Background: an optimization exercise with open tools, aiming at small area and a short achievable clock period. Do not read the settings as production practice. The RTL was checked by simulation tests, not by an equivalence proof against the original design. Power and IR drop assume default switching activity.

==> flow/design.v <==
package exe_pkg;
  localparam int xlen = 64;
endpackage
`timescale 1ns/1ns
module exe_add #(
  parameter int W    = 64,
  parameter int KIND = 0,
  parameter int LOGW = 6
) (
  input  logic [W-1:0] a,
  input  logic [W-1:0] b,
  input  logic         cin,
  output logic [W-1:0] sum,
  output logic         cout,
  output logic [W-1:0] p,
  output logic [W-1:0] g,
  output logic         pall
);
  logic [W-1:0] gg, pp, t;
  always_comb begin
    p  = a ^ b;
    g  = a & b;
    gg = g;
    pp = p;
    gg[0] = g[0] | (p[0] & cin);
    if (KIND == 0) begin
      for (int l = 0; (1 << l) < W; l++)
        for (int i = (2 << l) - 1; i < W; i += (2 << l)) begin
          gg[i] = gg[i] | (pp[i] & gg[i - (1 << l)]);
          pp[i] = pp[i] & pp[i - (1 << l)];
        end
      for (int l = LOGW - 2; l >= 0; l--)
        for (int i = 3 * (1 << l) - 1; i < W; i += (2 << l)) begin
          gg[i] = gg[i] | (pp[i] & gg[i - (1 << l)]);
          pp[i] = pp[i] & pp[i - (1 << l)];
        end
    end else if (KIND == 1) begin
      for (int l = 0; (1 << l) < W; l++)
        for (int i = 0; i < W; i++)
          if ((i >> l) & 1) begin
            gg[i] = gg[i] | (pp[i] & gg[((i >> l) << l) - 1]);
            pp[i] = pp[i] & pp[((i >> l) << l) - 1];
          end
    end else begin
      for (int l = 0; (1 << l) < W; l++) begin
        t = gg;
        for (int i = W - 1; i >= (1 << l); i--) begin
          gg[i] = gg[i] | (pp[i] & t[i - (1 << l)]);
          pp[i] = pp[i] & pp[i - (1 << l)];
        end
      end
    end
    sum  = p ^ {gg[W-2:0], cin};
    cout = gg[W-1];
    pall = &p;
  end
endmodule
`timescale 1ns/1ns
module exe_top (
  input  logic        clk,
  input  logic        arst_n,
  input  logic        insn_valid,
  input  logic [63:0] insn_pc,
  input  logic [31:0] insn_word,
  input  logic [63:0] insn_imm,
  input  logic [63:0] insn_src1,
  input  logic [63:0] insn_src2,
  input  logic [4:0]  insn_rd,
  output logic        wb_valid,
  output logic [4:0]  wb_rd,
  output logic [63:0] wb_data,
  output logic        wb_long,
  output logic        redirect_valid,
  output logic [63:0] redirect_target,
  output logic        mem_valid,
  output logic [63:0] mem_addr,
  output logic [63:0] mem_data,
  output logic [3:0]  mem_op,
  output logic [4:0]  mem_rd
);
  localparam int AKIND = 0;
  logic [63:0] expect_pc;
  logic [63:0] res_q;
  logic [63:0] data_q;
  logic [4:0]  rd_q;
  logic [3:0]  op_q;
  logic [6:0] opc;
  logic [2:0] f3;
  logic [6:0] f7;
  assign opc = insn_word[6:0];
  assign f3  = insn_word[14:12];
  assign f7  = insn_word[31:25];
  logic q11, f7z, f7a, f6z, f6a;
  assign q11 = opc[1:0] == 2'b11;
  assign f7z = f7 == 7'b0000000;
  assign f7a = f7 == 7'b0100000;
  assign f6z = f7[6:1] == 6'b000000;
  assign f6a = f7[6:1] == 6'b010000;
  logic c_op, c_opimm, c_op32, c_opimm32, c_auipc, c_branch, c_jal, c_jalr, c_load, c_store;
  assign c_op      = q11 && opc[6:2] == 5'b01100;
  assign c_opimm   = q11 && opc[6:2] == 5'b00100;
  assign c_op32    = q11 && opc[6:2] == 5'b01110;
  assign c_opimm32 = q11 && opc[6:2] == 5'b00110;
  assign c_auipc   = q11 && opc[6:2] == 5'b00101;
  assign c_branch  = q11 && opc[6:2] == 5'b11000;
  assign c_jalr    = q11 && opc[6:2] == 5'b11001;
  assign c_jal     = q11 && opc[6:2] == 5'b11011;
  assign c_load    = q11 && opc[6:2] == 5'b00000;
  assign c_store   = q11 && opc[6:2] == 5'b01000;
  logic ok_op, ok_opimm, ok_op32, ok_opimm32;
  assign ok_op      = f7z || (f7a && (f3 == 3'd0 || f3 == 3'd5));
  assign ok_opimm   = (f3 == 3'd1) ? f6z : (f3 == 3'd5) ? (f6z || f6a) : 1'b1;
  assign ok_op32    = (f7z && (f3 == 3'd0 || f3 == 3'd1 || f3 == 3'd5)) ||
                      (f7a && (f3 == 3'd0 || f3 == 3'd5));
  assign ok_opimm32 = (f3 == 3'd0) || (f3 == 3'd1 && f7z) || (f3 == 3'd5 && (f7z || f7a));
  logic is_wb, is_mem, is_br, is_jmp;
  assign is_wb  = (c_op && ok_op) || (c_opimm && ok_opimm) || (c_op32 && ok_op32) ||
                  (c_opimm32 && ok_opimm32) || c_auipc || c_jal || (c_jalr && f3 == 3'd0);
  assign is_mem = (c_load && f3 != 3'd7) || (c_store && !f3[2]);
  assign is_br  = c_branch && (f3[2] || !f3[1]);
  assign is_jmp = c_jal || (c_jalr && f3 == 3'd0);
  logic use_src2, use_pc, word, sub, left, arith;
  assign use_src2 = opc[5] && opc[4];
  assign use_pc   = (opc[6] ^ opc[2]) || (opc[6] && opc[3]);
  assign word     = opc[3] && !opc[6];
  assign sub      = opc[5] && opc[4] && insn_word[30];
  assign left     = !f3[2];
  assign arith    = insn_word[30];
  logic [63:0] a, b, bx, sum, ap, ag;
  logic        cout_unused;
  assign a  = use_pc ? expect_pc : insn_src1;
  assign b  = use_src2 ? insn_src2 : insn_imm;
  assign bx = use_src2 ? (insn_src2 ^ {64{insn_word[30]}}) : insn_imm;
  exe_add #(.W(64), .KIND(AKIND)) add_a (.a(a), .b(bx), .cin(sub), .sum(sum), .cout(cout_unused), .p(ap), .g(ag), .pall());
  logic [63:0] cb;
  logic geu_c, ltu, lts, eq, cond;
  assign cb   = opc[5] ? insn_src2 : insn_imm;
  exe_add #(.W(64), .KIND(AKIND)) cmp_b (.a(insn_src1), .b(~cb), .cin(1'b1), .sum(), .cout(geu_c), .p(), .g(), .pall(eq));
  assign ltu  = !geu_c;
  assign lts  = (insn_src1[63] ^ cb[63]) ? insn_src1[63] : ltu;
  assign cond = f3[2] ? ((f3[1] ? ltu : lts) ^ f3[0]) : (eq ^ f3[0]);
  logic [63:0] a_prep, sh_in, sh_out;
  logic [5:0]  amt;
  logic        fill;
  assign a_prep = word ? {{32{arith && insn_src1[31]}}, insn_src1[31:0]} : insn_src1;
  always_comb for (int i = 0; i < 64; i++) sh_in[i] = left ? a_prep[63-i] : a_prep[i];
  assign fill = arith && !left && a_prep[63];
  assign amt  = {b[5] && !word, b[4:0]};
  always_comb begin
    logic [63:0] t;
    t = sh_in;
    for (int k = 0; k < 6; k++)
      for (int i = 0; i < 64; i++)
        if (amt[k]) t[i] = (i + (1 << k) < 64) ? t[i + (1 << k)] : fill;
    sh_out = t;
  end
  logic [63:0] link;
  logic [3:0] grp_all, grp_cin;
  always_comb begin
    for (int j = 0; j < 4; j++) begin
      grp_all[j] = 1'b1;
      for (int k = 0; k < 16; k++)
        if (16*j + k >= 2) grp_all[j] = grp_all[j] & expect_pc[16*j + k];
    end
    grp_cin[0] = 1'b1;
    for (int j = 1; j < 4; j++) grp_cin[j] = grp_cin[j-1] & grp_all[j-1];
    link[1:0] = expect_pc[1:0];
    for (int j = 0; j < 4; j++) begin
      logic c;
      c = grp_cin[j];
      for (int k = 0; k < 16; k++)
        if (16*j + k >= 2) begin
          link[16*j + k] = expect_pc[16*j + k] ^ c;
          c = c & expect_pc[16*j + k];
        end
    end
  end
  logic s_link, s_sum, s_sll, s_slt, s_srl, s_px, s_ga;
  assign s_link = opc[2] && opc[6];
  assign s_sum  = (opc[2] && !opc[6]) || (!opc[2] && (!opc[4] || f3 == 3'd0));
  assign s_sll  = !opc[2] && opc[4] && f3 == 3'd1;
  assign s_slt  = !opc[2] && opc[4] && f3[2:1] == 2'b01;
  assign s_srl  = !opc[2] && opc[4] && f3 == 3'd5;
  assign s_px   = !opc[2] && opc[4] && (f3 == 3'd4 || f3 == 3'd6);
  assign s_ga   = !opc[2] && opc[4] && f3[2:1] == 2'b11;
  logic [63:0] r;
  always_comb begin
    for (int i = 0; i < 64; i++)
      r[i] = (s_link && link[i]) || (s_sum && sum[i]) ||
             (s_sll && sh_out[63-i]) || (s_srl && sh_out[i]) ||
             (s_px && ap[i]) || (s_ga && ag[i]);
    r[0] = r[0] || (s_slt && (f3[0] ? ltu : lts));
  end
  logic accept, take;
  assign accept = insn_valid && insn_pc == expect_pc;
  assign take   = is_jmp || (is_br && cond);
  logic n_hold, n_link, n_tgt, jalr_sel;
  logic [63:0] nxt_pc;
  assign n_hold   = !accept;
  assign n_link   = accept && !take;
  assign n_tgt    = accept && take;
  assign jalr_sel = opc[2] && !opc[3];
  always_comb begin
    for (int i = 0; i < 64; i++)
      nxt_pc[i] = (n_hold && expect_pc[i]) || (n_link && link[i]) || (n_tgt && sum[i]);
    nxt_pc[0] = (n_hold && expect_pc[0]) || (n_link && link[0]) || (n_tgt && sum[0] && !jalr_sel);
  end
  always_ff @(posedge clk or negedge arst_n) begin
    if (!arst_n) begin
      expect_pc      <= 64'd0;
      wb_valid       <= 1'b0;
      redirect_valid <= 1'b0;
      mem_valid      <= 1'b0;
    end else begin
      wb_valid       <= accept && is_wb;
      redirect_valid <= accept && take;
      mem_valid      <= accept && is_mem;
      expect_pc      <= nxt_pc;
    end
  end
  always_ff @(posedge clk) begin
    res_q  <= word ? {{32{r[31]}}, r[31:0]} : r;
    data_q <= opc[5] ? insn_src2 : 64'd0;
    rd_q   <= (opc[5] && !opc[4] && !opc[6]) ? 5'd0 : insn_rd;
    op_q   <= {(!opc[6] && !opc[4] && !opc[2]) ? opc[5] : !word, f3};
  end
  assign wb_rd           = rd_q;
  assign wb_data         = res_q;
  assign wb_long         = op_q[3];
  assign redirect_target = expect_pc;
  assign mem_addr        = res_q;
  assign mem_data        = data_q;
  assign mem_op          = op_q;
  assign mem_rd          = rd_q;
endmodule
export LEC_CHECK = 0
export ABC_AREA = 1
export CAP_MARGIN = 20
export CORE_MARGIN = 2
export CORE_UTILIZATION = 35
export PLACE_DENSITY = 0.75
export SETUP_SLACK_MARGIN = 5
export SLEW_MARGIN = 20
export TNS_END_PERCENT = 0
create_clock -name core_clock -period 10.0 [get_ports {clk}]
standard.sh (not shown) runs the stock make flow with config.mk's settings and CLKGATE_MAP_FILE= SYNTH_SCRIPT=/design/flow/synth_recipe.tcl, a recipe that flattens the netlist after the stock synthesis.
==> flow/flow/run.sh <==
#!/bin/bash
# Standard layout (the standard.sh) with these changes:
#  - ADDER_MAP_FILE empty: Yosys does not pre-map full/half adders, so ABC
#    sees and times the whole datapath (registers are untouched)
#  - repair_timing aims for 6 ns of setup slack, on the worst path only
#    (TNS_END_PERCENT 0 in config.mk)
#  - port buffers use the smallest buffer; repair_design/repair_timing size them
set -euo pipefail
bash standard.sh ADDER_MAP_FILE= SETUP_SLACK_MARGIN=6 'BUFFER_PORTS_ARGS=-buffer_cell sky130_fd_sc_hd__buf_1' finish > standard.log 2>&1
The starting point passed the timing, design-rule and antenna checks.
Edit:
--- a/flow/design.v
+++ b/flow/design.v
@@ -127,13 +127,13 @@
   assign left     = !f3[2];
   assign arith    = insn_word[30];
   logic [63:0] a, b, bx, sum, ap, ag;
   logic        cout_unused;
   assign a  = use_pc ? expect_pc : insn_src1;
   assign b  = use_src2 ? insn_src2 : insn_imm;
-  assign bx = use_src2 ? (insn_src2 ^ {64{insn_word[30]}}) : insn_imm;
+  assign bx = b ^ {64{sub}};
   exe_add #(.W(64), .KIND(AKIND)) add_a (.a(a), .b(bx), .cin(sub), .sum(sum), .cout(cout_unused), .p(ap), .g(ag), .pall());
   logic [63:0] cb;
   logic geu_c, ltu, lts, eq, cond;
   assign cb   = opc[5] ? insn_src2 : insn_imm;
   exe_add #(.W(64), .KIND(AKIND)) cmp_b (.a(insn_src1), .b(~cb), .cin(1'b1), .sum(), .cout(geu_c), .p(), .g(), .pall(eq));
   assign ltu  = !geu_c;
The new run produced a clean layout.
Final cell count increases by 2.2%.
Power increases by 0.67%.
Utilization decreases by 0.25 points.
Combinational power is about the same.
Design area barely changes.
Die area increases by 1.3%.
First-iteration DRC count increases by 8.5%.
Sequential cell count stays the same.
Setup slack is worse by 79 ps.
Routed wire length increases by 5.4%.
Sequential share of layout area barely changes.

---

exe_top with an RTL version that a note above also has.
Size: about 200 flip-flops, ~24000 um^2 of cells after synthesis.
## exe_top
module exe_top (
  input  logic        clk,
  input  logic        arst_n,
  input  logic        insn_valid,
  input  logic [63:0] insn_pc,
  input  logic [31:0] insn_word,
  input  logic [63:0] insn_imm,
  input  logic [63:0] insn_src1,
  input  logic [63:0] insn_src2,
  input  logic [4:0]  insn_rd,
  output logic        wb_valid,
  output logic [4:0]  wb_rd,
  output logic [63:0] wb_data,
  output logic        wb_long,
  output logic        redirect_valid,
  output logic [63:0] redirect_target,
  output logic        mem_valid,
  output logic [63:0] mem_addr,
  output logic [63:0] mem_data,
  output logic [3:0]  mem_op,
  output logic [4:0]  mem_rd
);
  localparam int AKIND = 0;
  logic [63:0] expect_pc;
  logic [63:0] res_q;
  logic [63:0] data_q;
  logic [4:0]  rd_q;
  logic [3:0]  op_q;
  logic [6:0] opc;
  logic [2:0] f3;
  logic [6:0] f7;
  assign opc = insn_word[6:0];
  assign f3  = insn_word[14:12];
  assign f7  = insn_word[31:25];
  logic q11, f7z, f7a, f6z, f6a;
  assign q11 = opc[1:0] == 2'b11;
  ...
Settings: LEC_CHECK=0, ABC_AREA=1, CAP_MARGIN=20, CORE_MARGIN=2, CORE_UTILIZATION=35, SETUP_SLACK_MARGIN=5, SLEW_MARGIN=20; clock period 10.0 ns.
==> flow/flow/run.sh <==
#!/bin/bash
# Standard layout (the standard.sh) with two changes:
#  - ADDER_MAP_FILE empty: Yosys does not pre-map full/half adders, so ABC
#    sees and times the whole datapath (registers are untouched)
#  - port buffers use the smallest buffer; repair_design/repair_timing size them
set -euo pipefail
bash standard.sh ADDER_MAP_FILE= 'BUFFER_PORTS_ARGS=-buffer_cell sky130_fd_sc_hd__buf_1' finish > standard.log 2>&1
==> next run, changes <==
--- a/flow/design.v
+++ b/flow/design.v
@@ -5,24 +5,23 @@
 module exe_add #(
   parameter int W    = 64,
   parameter int KIND = 0,
   parameter int LOGW = 6
 ) (
   input  logic [W-1:0] a,
   input  logic [W-1:0] b,
   input  logic         cin,
   output logic [W-1:0] sum,
   output logic         cout,
   output logic [W-1:0] p,
-  output logic [W-1:0] g,
-  output logic         pall
+  output logic [W-1:0] g
 );
   logic [W-1:0] gg, pp, t;
   always_comb begin
     p  = a ^ b;
     g  = a & b;
     gg = g;
     pp = p;
     gg[0] = g[0] | (p[0] & cin);
     if (KIND == 0) begin
       for (int l = 0; (1 << l) < W; l++)
         for (int i = (2 << l) - 1; i < W; i += (2 << l)) begin
@@ -44,23 +43,22 @@
     end else begin
       for (int l = 0; (1 << l) < W; l++) begin
         t = gg;
         for (int i = W - 1; i >= (1 << l); i--) begin
           gg[i] = gg[i] | (pp[i] & t[i - (1 << l)]);
           pp[i] = pp[i] & pp[i - (1 << l)];
         end
       end
     end
     sum  = p ^ {gg[W-2:0], cin};
     cout = gg[W-1];
-    pall = &p;
   end
 endmodule
 `timescale 1ns/1ns
 module exe_top (
   input  logic        clk,
   input  logic        arst_n,
   input  logic        insn_valid,
   input  logic [63:0] insn_pc,
   input  logic [31:0] insn_word,
   input  logic [63:0] insn_imm,
   input  logic [63:0] insn_src1,
@@ -123,63 +121,64 @@
   assign use_src2 = opc[5] && opc[4];
   assign use_pc   = (opc[6] ^ opc[2]) || (opc[6] && opc[3]);
   assign word     = opc[3] && !opc[6];
   assign sub      = opc[5] && opc[4] && insn_word[30];
   assign left     = !f3[2];
   assign arith    = insn_word[30];
   logic [63:0] a, b, bx, sum, ap, ag;
   logic        cout_unused;
   assign a  = use_pc ? expect_pc : insn_src1;
   assign b  = use_src2 ? insn_src2 : insn_imm;
   assign bx = b ^ {64{sub}};
-  exe_add #(.W(64), .KIND(AKIND)) add_a (.a(a), .b(bx), .cin(sub), .sum(sum), .cout(cout_unused), .p(ap), .g(ag), .pall());
+  exe_add #(.W(64), .KIND(AKIND)) add_a (.a(a), .b(bx), .cin(sub), .sum(sum), .cout(cout_unused), .p(ap), .g(ag));
   logic [63:0] cb;
   logic geu_c, ltu, lts, eq, cond;
   assign cb   = opc[5] ? insn_src2 : insn_imm;
-  exe_add #(.W(64), .KIND(AKIND)) cmp_b (.a(insn_src1), .b(~cb), .cin(1'b1), .sum(), .cout(geu_c), .p(), .g(), .pall(eq));
+  exe_add #(.W(64), .KIND(AKIND)) cmp_b (.a(insn_src1), .b(~cb), .cin(1'b1), .sum(), .cout(geu_c), .p(), .g());
   assign ltu  = !geu_c;
   assign lts  = (insn_src1[63] ^ cb[63]) ? insn_src1[63] : ltu;
+  assign eq   = insn_src1 == cb;
   assign cond = f3[2] ? ((f3[1] ? ltu : lts) ^ f3[0]) : (eq ^ f3[0]);
   logic [63:0] a_prep, sh_in, sh_out;
   logic [5:0]  amt;
   logic        fill;
   assign a_prep = word ? {{32{arith && insn_src1[31]}}, insn_src1[31:0]} : insn_src1;
   always_comb for (int i = 0; i < 64; i++) sh_in[i] = left ? a_prep[63-i] : a_prep[i];
   assign fill = arith && !left && a_prep[63];
   assign amt  = {b[5] && !word, b[4:0]};
   always_comb begin
     logic [63:0] t;
     t = sh_in;
     for (int k = 0; k < 6; k++)
       for (int i = 0; i < 64; i++)
         if (amt[k]) t[i] = (i + (1 << k) < 64) ? t[i + (1 << k)] : fill;
     sh_out = t;
   end
   logic [63:0] link;
-  logic [3:0] grp_all, grp_cin;
-  always_comb begin
-    for (int j = 0; j < 4; j++) begin
+  logic [15:0] grp_all, grp_cin;
+  always_comb begin
+    for (int j = 0; j < 16; j++) begin
       grp_all[j] = 1'b1;
-      for (int k = 0; k < 16; k++)
-        if (16*j + k >= 2) grp_all[j] = grp_all[j] & expect_pc[16*j + k];
+      for (int k = 0; k < 4; k++)
+        if (4*j + k >= 2) grp_all[j] = grp_all[j] & expect_pc[4*j + k];
     end
     grp_cin[0] = 1'b1;
-    for (int j = 1; j < 4; j++) grp_cin[j] = grp_cin[j-1] & grp_all[j-1];
+    for (int j = 1; j < 16; j++) grp_cin[j] = grp_cin[j-1] & grp_all[j-1];
     link[1:0] = expect_pc[1:0];
-    for (int j = 0; j < 4; j++) begin
+    for (int j = 0; j < 16; j++) begin
       logic c;
       c = grp_cin[j];
-      for (int k = 0; k < 16; k++)
-        if (16*j + k >= 2) begin
-          link[16*j + k] = expect_pc[16*j + k] ^ c;
-          c = c & expect_pc[16*j + k];
+      for (int k = 0; k < 4; k++)
+        if (4*j + k >= 2) begin
+          link[4*j + k] = expect_pc[4*j + k] ^ c;
+          c = c & expect_pc[4*j + k];
         end
     end
   end
   logic s_link, s_sum, s_sll, s_slt, s_srl, s_px, s_ga;
   assign s_link = opc[2] && opc[6];
   assign s_sum  = (opc[2] && !opc[6]) || (!opc[2] && (!opc[4] || f3 == 3'd0));
   assign s_sll  = !opc[2] && opc[4] && f3 == 3'd1;
   assign s_slt  = !opc[2] && opc[4] && f3[2:1] == 2'b01;
   assign s_srl  = !opc[2] && opc[4] && f3 == 3'd5;
   assign s_px   = !opc[2] && opc[4] && (f3 == 3'd4 || f3 == 3'd6);
   assign s_ga   = !opc[2] && opc[4] && f3[2:1] == 2'b11;
Effect:
- total power falls by 6.0%
- final area falls by 0.67%
- count of clock-buffer cells in the layout falls by 6
- via count falls by 1.1%
- die area rises by 2.9%
- worst setup slack got worse by 0.012 ns
- clock power falls by about 8%
- flip-flop and latch count does not change
- global-route usage falls by 1.6 points
- first-iteration DRC count falls by 17%

-- re-timing with driven ports --
In the flow no input, the clock included, has a driving cell. The finished layouts below were timed again as built, in two steps. Step 1: set_driving_cell puts a clkbuf_16 on clk and a buf_2 on each other input, an assumption about the parent block. Step 2 also shifts input and output timing later by t, the mid clock arrival at the registers, as if the neighbouring blocks saw the same clock. a / b / c = no drivers / after step 1 / after step 2; a / b = the first two.
run	shift t [ns]	setup WS [ns]	worst setup path after step 2	clock arrival spread, ns
the first run of note 1	0.657	4.976 / 4.917 / 4.261	input to register	0.020 / 0.019
the second run of note 1	0.670	4.897 / 4.821 / 4.150	input to register	0.047 / 0.047
the first run of note 2	0.678	4.916 / 4.846 / 4.168	input to register	0.050 / 0.050
the second run of note 2	0.639	4.905 / 4.898 / 4.258	input to register	0.020 / 0.019
After both steps every run listed still meets setup and hold. For the first run of note 2, which loses most, drivers alone change the setup slack by -0.070 ns; drivers and shift together by -0.748 ns.
